This is an optimization exercise on Yosys and OpenROAD, whose aim is small area and a short achievable clock period, not a production implementation.
Where RTL was checked, it was by simulation tests only, not by an equivalence proof against the original.
Power and IR drop assume default switching activity.

main:
// param_stack
module param_stack #(
  parameter int DATA_W = stack_pkg::DATA_W_DEF,
  parameter int DEPTH  = stack_pkg::DEPTH_DEF,
  parameter int PTR_W  = 8
) (
  input  logic              clk,
  input  logic              rst,
  input  logic              push,
  input  logic              pop,
  input  logic              tos,
  input  logic              clr_err,
  input  logic [DATA_W-1:0] d_in,
  output logic [DATA_W-1:0] d_out,
  output logic              d_out_vld,
  output logic [PTR_W:0]    count,
  output logic              empty,
  output logic              full,
  output logic              overflow,
  output logic              underflow
);
Settings: LEC_CHECK=0, CAP_MARGIN=20, CORE_MARGIN=2, CORE_UTILIZATION=70, CTS_CLUSTER_DIAMETER=100, CTS_CLUSTER_SIZE=25, SETUP_SLACK_MARGIN=2.35, SLEW_MARGIN=20; clock period 4.5 ns.
run.sh (not shown) runs the stock make flow with config.mk's settings and CLKGATE_MAP_FILE= SYNTH_SCRIPT=/design/flow/synth_recipe.tcl, a recipe that flattens the netlist after the stock synthesis.
For the feature branch, these inputs were changed with respect to main:
--- a/flow/config.mk
+++ b/flow/config.mk
@@ -10,5 +10,3 @@
 export CORE_UTILIZATION = 70
-export CTS_CLUSTER_DIAMETER = 100
-export CTS_CLUSTER_SIZE = 25
-export SETUP_SLACK_MARGIN = 2.35
+export SETUP_SLACK_MARGIN = 2.3
 export SLEW_MARGIN = 20
Notes after the runs:
- The feature branch reached the final stage; the timing, DRC and antenna checks on its layout passed.
- The clock distribution power of the feature branch exceeds that of main by 71%.
- Comparing the feature branch and main, filler cell count is higher on main.
- The run showing the greater total power is the feature branch.
- The clock period minus worst slack reported for the feature branch is greater than that of main by 0.018 ns.
- As far as number of enable-type register cells in the synthesized netlist goes, the feature branch and main are indistinguishable; the numbers are identical.
- Changes observed in the feature branch relative to main: number of buffers added by the clock tree synthesis step rose by 89; per-cell routed wire length up 3.7 µm; layout multi-input combinational cell count dropped 7; count of placed standard cells in the final layout, fillers left out has increased.
Function was not checked in any run of this note: the RTL went through the layout flow alone.

red:
Another version of the RTL of param_stack (not shown whole).
For scale: ~2300 flip-flops, ~36 I/O pins.
Settings: LEC_CHECK=0, CAP_MARGIN=20, CORE_MARGIN=2, CORE_UTILIZATION=70, CTS_CLUSTER_DIAMETER=50, CTS_CLUSTER_SIZE=30, SETUP_SLACK_MARGIN=2.35, SLEW_MARGIN=20; clock period 4.5 ns.
red has completed all stages; timing, DRC and antenna checks passed.
diff inputs: red => blue
- CTS_CLUSTER_SIZE now 25, was 30
- CTS_CLUSTER_DIAMETER now 100, was 50
- TNS_END_PERCENT now 5, previously not set
Results
red → blue: worst clock skew up 0.017 ns, wire length went down by about 4.6%, share of layout cells above drive strength 1 lost 3.9 points, power fell 4.0 mW.
From red to blue, sequential cell count did not move at all.
Final critical-path required period in blue is 0.080 ns above red.
In blue, the critical path required time came out 1.44 ns above the value in red.
xnor2_2 as the slowest stage cell on the critical path was reported by blue, and dfxtp_4 by red.
red ended up with cnt_q[2] as its critical path launch point; blue ended up with ph_q[1].
The critical path depth in blue was higher than what red gave.
Changes observed in blue relative to red: final area now sits lower, sequential share of the synthesized area neither gained nor lost much, final worst slack -0.080 ns.
For green, these inputs were changed with respect to blue:
- TNS_END_PERCENT removed (was 5)
- ABC_AREA newly set to 1
Results
- As of green, number of clock buffer instances in the layout had fallen slightly compared to blue.
- green vs. blue: part of the cycle the worst path needs went down; clock network area share ~0 delta; post-route cell area neither gained nor lost much; standard cell area after detailed placement comparable.
- The worst setup path endpoint comes out hi_q[0] in one run and count[1] in the other, namely in blue and green respectively.
- Worst setup slack before clock tree synthesis: green vs blue up 0.19 ns
- Of the two values seen for critical path's slowest cell, xnor2_2 was produced by blue and dfxtp_4 by green.
- green against blue: cell-internal power picked up an extra about 3.5%, part of the total power dissipated in sequential elements went up 0.3 points.
- | first-iteration DRC count | green vs blue | about 33% higher |
Input changes introduced in orange (baseline for comparison: green):
- a deleted ABC_AREA that had been 1
- a change of CORE_UTILIZATION from 70 to 80
### Flow results
- orange did not finish: a tool error stopped it during clock tree synthesis (4_1_cts).
- Post-synthesis share of cell area spent on and, or, nand and nor gates: lower on orange
- Adder and majority cell fraction of the synthesized area: orange vs green, no meaningful difference
- Compare green and orange | worst setup slack before clock tree synthesis lower: orange
- For setup fix buffers added after clock tree synthesis, dividing the value from green by the value from orange gives 0.63.

Another version of the RTL of param_stack (not shown whole).
Size in the first run: roughly 4,800 cells after synthesis, roughly 2,200 flip-flops, ~36 I/O pins, roughly 58,000 um^2 of cells after synthesis.
Settings: LEC_CHECK=0, ABC_AREA=1, CAP_MARGIN=20, CORE_MARGIN=2, CORE_UTILIZATION=70, CTS_CLUSTER_DIAMETER=100, CTS_CLUSTER_SIZE=25, SETUP_SLACK_MARGIN=2.4, SLEW_MARGIN=20; clock period 4.5 ns.
The baseline finished with timing, DRC and antenna clean.
Edit:
CTS_CLUSTER_DIAMETER = 60   (was 100)
CTS_CLUSTER_SIZE = 35   (was 25)
SETUP_SLACK_MARGIN = 2.35   (was 2.4)
Result:
- cell area came out higher by 0.31%
- non-clock buffer count came out lower by 35
- core utilization came out higher by 0.24 points
- hold slack improves by 0.019 ns
- clock skew came out lower by 0.022 ns
- setup slack improves by 0.0057 ns
- fmax stays flat
- wire length came out lower by 2.9%
- via count came out lower by 1.2%
- clock power came out higher by about 10%

== lane 3 ==
The RTL this note starts from:
==> flow/design.v <==
package stack_pkg;
  localparam int DATA_W_DEF = 8;
  localparam int DEPTH_DEF  = 256;
endpackage
module stack_ram (
  input  logic       clk,
  input  logic [1:0] wb_en_i,
  input  logic [3:0] row0_i,
  input  logic [3:0] row1_i,
  input  logic [7:0] wb_data0_i,
  input  logic [7:0] wb_data1_i,
  output logic [7:0] rd_data0_o,
  output logic [7:0] rd_data1_o
);
  logic [31:0][7:0][7:0] ring_q;
  logic [15:0][7:0]      tail0, tail1;
  always_ff @(posedge clk) begin
    for (int g = 0; g < 32; g++) begin
      if (g % 2 == 0) begin
        if (wb_en_i[0] && row0_i == 4'(g / 2)) ring_q[g][0] <= wb_data0_i;
        else                                   ring_q[g][0] <= ring_q[g][7];
      end else begin
        if (wb_en_i[1] && row1_i == 4'(g / 2)) ring_q[g][0] <= wb_data1_i;
        else                                   ring_q[g][0] <= ring_q[g][7];
      end
      for (int j = 1; j < 8; j++) ring_q[g][j] <= ring_q[g][j-1];
    end
  end
  always_comb begin
    for (int h = 0; h < 16; h++) begin
      tail0[h] = ring_q[2*h][7];
      tail1[h] = ring_q[2*h+1][7];
    end
  end
  assign rd_data0_o = tail0[row0_i];
  assign rd_data1_o = tail1[row1_i];
endmodule
module param_stack #(
  parameter int DATA_W = stack_pkg::DATA_W_DEF,
  parameter int DEPTH  = stack_pkg::DEPTH_DEF,
  parameter int PTR_W  = 8
) (
  input  logic              clk,
  input  logic              rst,
  input  logic              push,
  input  logic              pop,
  input  logic              tos,
  input  logic              clr_err,
  input  logic [DATA_W-1:0] d_in,
  output logic [DATA_W-1:0] d_out,
  output logic              d_out_vld,
  output logic [PTR_W:0]    count,
  output logic              empty,
  output logic              full,
  output logic              overflow,
  output logic              underflow
);
  logic [8:0]       cnt_q;
  logic             empty_q, full_q;
  logic [7:0]       dout_q;
  logic             vld_q, ovf_q, unf_q;
  logic [15:0][7:0] cache_q;
  logic [15:0]      sv_q;       
  logic [15:0]      sd_q;       
  logic [2:0]       ph_q;       
  logic [1:0]       wbg_q;      
  logic [1:0]       ldg_q;      
  logic [1:0][3:0]  hi_q;       
  logic [1:0][7:0]  wb_data;
  logic [7:0]       rd_data0, rd_data1;
  logic       inc, dec, repl, rd;
  logic [3:0]       sa;
  logic [15:0]      oh_a, oh_b;    
  logic [15:0][7:0] cache_top;     
  assign sa = cnt_q[3:0];
  always_comb begin
    for (int s = 0; s < 16; s++) begin
      oh_a[s]      = (sa == 4'(s));
      oh_b[s]      = (sa == 4'(s + 1));
      cache_top[s] = cache_q[(s + 15) % 16];
    end
  end
  assign inc  = push && !full_q && (!pop || empty_q);
  assign dec  = pop && !push && !empty_q;
  assign repl = push && pop && !empty_q;
  assign rd   = !empty_q && (pop || (tos && !push));
  logic [2:0] ph_n;
  assign ph_n = ph_q + 3'd1;
  logic [1:0][3:0] hi_d;
  logic [1:0]      evt_d;
  always_comb begin
    for (int p = 0; p < 2; p++) begin
      logic [3:0] s;
      s = {p[0], ph_n};
      hi_d[p]  = (s < cnt_q[3:0]) ? cnt_q[7:4] : cnt_q[7:4] - 4'd1;
      evt_d[p] = (inc && oh_a[s]) || ((dec || repl) && oh_b[s]);
    end
  end
  logic [1:0] wb_go, ld_go, wbg_d, ldg_d;
  always_comb begin
    for (int p = 0; p < 2; p++) begin
      wbg_d[p] = sd_q[{p[0], ph_n}] && !evt_d[p];
      ldg_d[p] = !sv_q[{p[0], ph_n}] && !evt_d[p];
    end
  end
  assign wb_go = wbg_q;
  assign ld_go = ldg_q;
  always_comb begin
    for (int p = 0; p < 2; p++) wb_data[p] = cache_q[{p[0], ph_q}];
  end
  always_ff @(posedge clk) hi_q <= hi_d;
  always_ff @(posedge clk) begin
    if (rst) begin
      cnt_q   <= '0;
      empty_q <= 1'b1;
      full_q  <= 1'b0;
      dout_q  <= '0;
      vld_q   <= 1'b0;
      ovf_q   <= 1'b0;
      unf_q   <= 1'b0;
      sv_q    <= '1;
      sd_q    <= '0;
      ph_q    <= '0;
      wbg_q   <= '0;
      ldg_q   <= '0;
    end else begin
      ph_q    <= ph_n;
      wbg_q   <= wbg_d;
      ldg_q   <= ldg_d;
      if (inc) begin
        cnt_q   <= cnt_q + 9'd1;
        empty_q <= 1'b0;
        full_q  <= (cnt_q == 9'd255);
      end else if (dec) begin
        cnt_q   <= cnt_q - 9'd1;
        empty_q <= (cnt_q == 9'd1);
        full_q  <= 1'b0;
      end
      vld_q <= rd;
      if (rd) dout_q <= cache_top[sa];
      ovf_q <= (ovf_q && !clr_err) || (push && !pop && full_q);
      unf_q <= (unf_q && !clr_err) || (empty_q && (pop || (tos && !push)));
      for (int s = 0; s < 16; s++) begin
        if ((inc && oh_a[s]) || (repl && oh_b[s])) begin
          cache_q[s] <= d_in;
          sv_q[s]    <= 1'b1;
          sd_q[s]    <= 1'b1;
        end else if (dec && oh_b[s]) begin
          sv_q[s] <= (cnt_q <= 9'd16);
          sd_q[s] <= 1'b0;
        end else begin
          if (ph_q == 3'(s % 8) && ld_go[s / 8]) begin
            cache_q[s] <= (s < 8) ? rd_data0 : rd_data1;
            sv_q[s]    <= 1'b1;
          end
          if (ph_q == 3'(s % 8) && wb_go[s / 8]) sd_q[s] <= 1'b0;
        end
      end
    end
  end
  stack_ram u_ram (
    .clk        (clk),
    .wb_en_i    (wb_go),
    .row0_i     (hi_q[0]),
    .row1_i     (hi_q[1]),
    .wb_data0_i (wb_data[0]),
    .wb_data1_i (wb_data[1]),
    .rd_data0_o (rd_data0),
    .rd_data1_o (rd_data1)
  );
  assign count     = cnt_q;
  assign empty     = empty_q;
  assign full      = full_q;
  assign d_out     = dout_q;
  assign d_out_vld = vld_q;
  assign overflow  = ovf_q;
  assign underflow = unf_q;
endmodule
clock: 4.5 ns
lec_check: 0
abc_area: 1
cap_margin: 20
core_margin: 2
core_utilization: 70
cts_cluster_diameter: 100
cts_cluster_size: 25
setup_slack_margin: 2.35
slew_margin: 20
tns_end_percent: 5
Lane 3 has completed all stages; timing, DRC and antenna checks passed.
The inputs of lane 5 differ from those of lane 3 as listed below.
Settings: swapping 100 for 60 in CTS_CLUSTER_DIAMETER; clearing TNS_END_PERCENT, which used to be 5.
==> summary.txt <==
- Core utilization: lane 5 higher than lane 3
- Clock power grows by more than 10% when moving from lane 3 to lane 5.
- The endpoint of the most critical setup path comes out cnt_q[8] in one run and u_ram.ring_q[67] in the other, namely in lane 5 and lane 3 respectively.
- Compared to lane 3, lane 5 has clock skew 0.0099 ns lower.
- Compared to lane 3, the router laid down less metal wire for lane 5.

port drivers added, routing unchanged:
How much do the figures lean on ideal ports? The routed layouts below were timed once more, with nothing changed but the port constraints.
Step 1, drivers: a clkbuf_16 drives clk and a buf_2 each remaining input, both assumed.
Step 2 adds t to the input delays and takes it off the output delays; t is the mean of the earliest and latest rising clock arrival at the registers after step 1. Input paths then give back, and output paths get back, about the clock's delay inside the block.
Slacks: ideal ports / drivers / drivers and shift; pairs: ideal ports / drivers.
run	shift t [ns]	setup slack, ns	hold slack, ns	latest minus earliest clock arrival (ns)	slew at the worst register clock pin (ns)
main	0.745	2.238 / 2.202 / 1.603	0.291 / 0.291 / 0.291	0.072 / 0.072	0.11 / 0.11
the feature branch	0.856	2.220 / 2.171 / 1.468	0.298 / 0.298 / 0.298	0.066 / 0.066	0.11 / 0.11
red	0.812	2.284 / 2.215 / 1.633	0.307 / 0.307 / 0.307	0.059 / 0.059	0.11 / 0.11
blue	0.751	2.204 / 2.183 / 1.701	0.285 / 0.285 / 0.285	0.066 / 0.066	0.11 / 0.11
green	0.749	2.263 / 2.195 / 1.685	0.306 / 0.306 / 0.306	0.044 / 0.044	0.11 / 0.11
the first run of note 3	0.746	2.270 / 2.202 / 1.571	0.290 / 0.290 / 0.290	0.057 / 0.058	0.11 / 0.11
the second run of note 3	0.762	2.276 / 2.243 / 1.635	0.310 / 0.310 / 0.310	0.037 / 0.037	0.12 / 0.12
lane 3	0.756	2.199 / 2.172 / 1.513	0.270 / 0.270 / 0.270	0.073 / 0.072	0.11 / 0.11
lane 5	0.760	2.290 / 2.249 / 1.630	0.277 / 0.277 / 0.277	0.064 / 0.064	0.10 / 0.10
After both steps every run listed still meets setup and hold. The setup slack of the feature branch, which loses most, moves by -0.049 ns with the drivers and by -0.752 ns with both steps.
